Context: an optimization exercise on an open-source flow, tuned for a short achievable clock period. The choices shown serve that exercise and are no tape-out recipe.
At most, simulation tests tie the RTL to the original design; equivalence was not proved.
The clock port is modelled as an ideal driver; clocking choices that lean on that would not hold on a real chip.

old:
==> module noise_estimator, before the edit <==
module noise_estimator (
	input logic clk,
	input logic reset,
	input video_pkg::block_count_t blocks,
	input logic frame_start,
	input logic frame_start_next,
	input logic result_valid,
	input noise_pkg::sum_sq_t part_sum_sq,
	input logic [15:0] last_sq,
	input logic [15:0] mean_sq,
	input logic [23:0] part_sum_sq_min,
	output noise_pkg::variance_t block_min,
	output noise_pkg::variance_t estimated_noise,
	output logic estimated_noise_ready
);
	noise_pkg::estimator_state_t state;
	video_pkg::block_count_t blk_count_next;
	logic last_block;
	noise_pkg::variance_t variance;
	logic [23:0] below_diff;
	logic take_result;
	logic frame_done;
	noise_pkg::variance_t min_var;
	noise_pkg::variance_t min_new;
	noise_pkg::variance_t estimate;
	logic [21:0] v_x, v_y, v_z, v_s, v_c, v_r;
	assign v_x = part_sum_sq;
	assign v_y = 22'(last_sq);
	assign v_z = ~{mean_sq, 6'd0};
	assign v_s = v_x ^ v_y ^ v_z;
	assign v_c = (v_x & v_y) | (v_x & v_z) | (v_y & v_z);
	assign v_r = v_s + {v_c[20:0], 1'b1};
	assign variance = v_r[21:6];
	logic [23:0] d_x, d_y, d_z, d_s, d_c;
	assign d_x = part_sum_sq_min;
	assign d_y = 24'(last_sq);
	assign d_z = ~{2'd0, mean_sq, 6'd0};
	assign d_s = d_x ^ d_y ^ d_z;
	assign d_c = (d_x & d_y) | (d_x & d_z) | (d_y & d_z);
	assign below_diff = d_s + {d_c[22:0], 1'b1};
	assign take_result = (state == noise_pkg::collect) && result_valid && !frame_start;
	assign frame_done = take_result && last_block;
	always_ff @(posedge clk) begin
		if (reset) begin
			state <= noise_pkg::idle;
			blk_count_next <= video_pkg::block_count_t'(1);
		end else begin
			case (state)
				noise_pkg::idle: begin
					if (frame_start) begin
						state <= noise_pkg::collect;
						blk_count_next <= video_pkg::block_count_t'(1);
					end
				end
				noise_pkg::collect: begin
					if (frame_start) begin
						blk_count_next <= video_pkg::block_count_t'(1);
					end else if (take_result) begin
						blk_count_next <= blk_count_next + video_pkg::block_count_t'(1);
						if (frame_done)
							state <= noise_pkg::report;
					end
				end
				noise_pkg::report: begin
					if (frame_start) begin
						state <= noise_pkg::collect;
						blk_count_next <= video_pkg::block_count_t'(1);
					end else begin
						state <= noise_pkg::idle;
					end
				end
				default: state <= noise_pkg::idle;
			endcase
		end
	end
	always_ff @(posedge clk) begin
		last_block <= (blk_count_next == blocks);
	end
	assign min_new = below_diff[23] ? variance : min_var;
	always_ff @(posedge clk) begin
		if (frame_start_next)
			min_var <= '1;
		else if (take_result)
			min_var <= min_new;
	end
	always_ff @(posedge clk) begin
		estimate <= min_new;
	end
	assign block_min = min_var;
	assign estimated_noise = estimate;
	assign estimated_noise_ready = (state == noise_pkg::report);
endmodule
Settings: LEC_CHECK=0, CAP_MARGIN=20, CORE_MARGIN=2, CORE_UTILIZATION=40, SETUP_SLACK_MARGIN=3.8, SLEW_MARGIN=20, TNS_END_PERCENT=100; clock period 7.0 ns.
standard.sh (not shown) runs the stock make flow with config.mk's settings and CLKGATE_MAP_FILE= SYNTH_SCRIPT=/design/flow/synth_recipe.tcl, a recipe that flattens the netlist after the stock synthesis.
==> flow/flow/run.sh <==
#!/bin/bash
# Layout flow: the standard layout (standard.sh, unchanged synthesis and
# steps) with one ECO hooked in after clock tree synthesis through ORFS's
# POST_CTS_TCL: flow/post_cts.tcl gives each load of the reg_rd_addr port a
# buffer of its own straight off the port and sizes the reg_rdata output
# buffers, the only input-to-output path of the design.
set -euo pipefail
here=$(pwd)
sed -e "s|CLKGATE_MAP_FILE= |CLKGATE_MAP_FILE= POST_CTS_TCL=$here/flow/post_cts.tcl |" standard.sh > flow_standard.sh
grep -q 'POST_CTS_TCL=' flow_standard.sh
# make and every ORFS step: make.log here, each step's own log under orfs/logs
bash flow_standard.sh finish > make.log 2>&1
test -f out/final.def
Other scripts of this flow, unchanged in this note and not shown: flow/flow/post_cts.tcl
## Diff of input files: new against old
--- a/flow/design.v
+++ b/flow/design.v
@@ -1608,6 +1608,8 @@
 	logic frame_done;
 	noise_pkg::variance_t min_var;
-	noise_pkg::variance_t min_new;
-	noise_pkg::variance_t estimate;
+	noise_pkg::variance_t min_held;
+	noise_pkg::variance_t var_reg;
+	logic below_reg;
+	logic lower_reg;
 	logic [21:0] v_x, v_y, v_z, v_s, v_c, v_r;
 	assign v_x = part_sum_sq;
@@ -1663,16 +1665,18 @@
 		last_block <= (blk_count_next == blocks);
 	end
-	assign min_new = below_diff[23] ? variance : min_var;
 	always_ff @(posedge clk) begin
-		if (frame_start_next)
-			min_var <= '1;
-		else if (take_result)
-			min_var <= min_new;
+		var_reg <= variance;
+		below_reg <= below_diff[23];
+		lower_reg <= take_result & below_diff[23] & !frame_start_next;
+		min_held <= min_var;
 	end
 	always_ff @(posedge clk) begin
-		estimate <= min_new;
+		if (frame_start_next)
+			min_var <= '1;
+		else if (lower_reg)
+			min_var <= var_reg;
 	end
-	assign block_min = min_var;
-	assign estimated_noise = estimate;
+	assign block_min = lower_reg ? var_reg : min_var;
+	assign estimated_noise = below_reg ? var_reg : min_held;
 	assign estimated_noise_ready = (state == noise_pkg::report);
 endmodule
==> summary.txt <==
new against old: wire length grew by 2700 um, global-route usage went up 0.25 points, synthesized cell count went up by about 1.7%, final critical-path setup slack increased 18 ps, post-place instance area +800 um^2. In new relative to old, global-route wire length before repair had gone up by a few percent.


noise_top, a different RTL version from the one above (not shown whole).
Size in the first run: about 3400 cells after synthesis, roughly 89 I/O pins, about 0.031 mm^2 of cells after synthesis.
export LEC_CHECK = 0
export CAP_MARGIN = 20
export CORE_MARGIN = 2
export CORE_UTILIZATION = 40
export SETUP_SLACK_MARGIN = 3.8
export SLEW_MARGIN = 20
export TNS_END_PERCENT = 100
create_clock -name core_clock -period 7.0 [get_ports {clk}]
run.sh (not shown) runs the stock make flow with config.mk's settings and CLKGATE_MAP_FILE= SYNTH_SCRIPT=/design/flow/synth_recipe.tcl, a recipe that flattens the netlist after the stock synthesis.
Stock flow here: none of the scripts above is used.
Edit:
--- a/flow/design.v
+++ b/flow/design.v
@@ -36,36 +36,38 @@
 	input logic reset,
 	input logic reg_wr_en,
 	input video_pkg::reg_addr_t reg_addr,
 	input video_pkg::dim_t reg_wdata,
 	input video_pkg::reg_addr_t reg_rd_addr,
 	output video_pkg::dim_t reg_rdata,
 	output video_pkg::block_count_t blocks
 );
 	video_pkg::dim_t width_reg;
 	video_pkg::dim_t height_reg;
-	video_pkg::dim_t diff_reg;
+	video_pkg::dim_t width_n;
+	video_pkg::dim_t height_n;
 	logic [31:0] area_reg;
 	always_ff @(posedge clk) begin
 		if (reset) begin
 			width_reg <= '0;
 			height_reg <= '0;
-			diff_reg <= '0;
+			width_n <= '1;
+			height_n <= '1;
 		end else if (reg_wr_en) begin
 			case (reg_addr)
 				video_pkg::reg_addr_width: begin
 					width_reg <= reg_wdata;
-					diff_reg <= reg_wdata ^ height_reg;
+					width_n <= ~reg_wdata;
 				end
 				video_pkg::reg_addr_height: begin
 					height_reg <= reg_wdata;
-					diff_reg <= width_reg ^ reg_wdata;
+					height_n <= ~reg_wdata;
 				end
 				default: width_reg <= width_reg;
 			endcase
 		end
 	end
 	logic [31:0] area_row0, area_row1, area_row2, area_row3, area_row4, area_row5;
 	logic [31:0] area_sum, area_carry;
 	logic m_1;
 	logic m_2;
 	logic m_3;
@@ -1021,21 +1023,21 @@
 	assign n_251 = n_186 ^ n_187 ^ n_121;
 	assign n_252 = (n_186 & n_187) | (n_186 & n_121) | (n_187 & n_121);
 	assign n_253 = n_188 ^ n_189 ^ n_125;
 	assign n_254 = (n_188 & n_189) | (n_188 & n_125) | (n_189 & n_125);
 	always_ff @(posedge clk) begin
 		area_sum <= {n_252, n_250, n_248, n_246, n_244, n_242, n_240, n_238, n_236, n_234, n_232, n_230, n_228, n_226, n_224, n_222, n_220, n_218, n_216, n_214, n_212, n_210, n_208, n_206, n_204, n_202, n_200, n_198, n_196, n_194, n_192, n_191};
 		area_carry <= {n_253, n_251, n_249, n_247, n_245, n_243, n_241, n_239, n_237, n_235, n_233, n_231, n_229, n_227, n_225, n_223, n_221, n_219, n_217, n_215, n_213, n_211, n_209, n_207, n_205, n_203, n_201, n_199, n_197, n_195, n_193, area_row5[0]};
 		area_reg <= area_sum + area_carry;
 	end
 	assign blocks = video_pkg::block_count_t'(area_reg >> video_pkg::block_shift);
-	assign reg_rdata = width_reg ^ (diff_reg & {16{reg_rd_addr == video_pkg::reg_addr_height}});
+	assign reg_rdata = ~((reg_rd_addr == video_pkg::reg_addr_width) ? width_n : height_n);
 endmodule
 `timescale 1ns/1ns
 module pixel_ingest (
 	input logic clk,
 	input logic reset,
 	input video_pkg::pixel_t s_axis_tdata,
 	input logic s_axis_tvalid,
 	input logic s_axis_tuser,
 	output logic s_axis_tready,
 	output noise_pkg::pixel_thirds_t pixel,
Design area decreases by 0.68%. Routed wire length rose by 2.3%. Via count goes up by 2.5%. Synthesized cell count increases by 2.2%. Final cell count goes up by 2.3%. Global-route usage stays flat. Worst setup slack improves by 0.068 ns. Hold slack gains 0.0074 ns. First-iteration DRC count climbs by 9.5%. Utilization drops by 1.1 points.
No run of this note included a check of the RTL's function; only the layout flow was run.

-- re-timing with driven ports --
In the flow no input, the clock included, has a driving cell. The finished layouts below were timed again as built, in two steps. Step 1 (the two cells are an assumption about what drives the block):
set clk [get_ports {clk}]
set_driving_cell -lib_cell sky130_fd_sc_hd__clkbuf_16 $clk
set_driving_cell -lib_cell sky130_fd_sc_hd__buf_2 [delete_from_list [all_inputs] $clk]
Step 2 moves the port delays by t, midway between the first and last clock arrival at a register: inputs arrive t later, outputs are due t later. That takes back most of the time a late clock gives input paths. Slacks: no drivers / after step 1 / after step 2; pairs: no drivers / after step 1.
run	t, ns	setup slack, ns	worst hold slack (ns)	worst setup path at the end	clock arrival spread, ns
old	0.672	3.733 / 3.414 / 3.316	0.325 / 0.325 / 0.325	input to register	0.055 / 0.055
new	0.693	3.750 / 3.343 / 3.260	0.344 / 0.344 / 0.344	input to register	0.077 / 0.077
the first run of note 2	0.671	3.600 / 3.503 / 3.101	0.324 / 0.324 / 0.324	input to register	0.056 / 0.056
the second run of note 2	0.676	3.667 / 3.478 / 2.942	0.331 / 0.331 / 0.331	input to register	0.051 / 0.051
After both steps setup and hold are still met in every run listed. For the second run of note 2, which loses most, drivers alone change the setup slack by -0.189 ns; drivers and shift together by -0.725 ns.
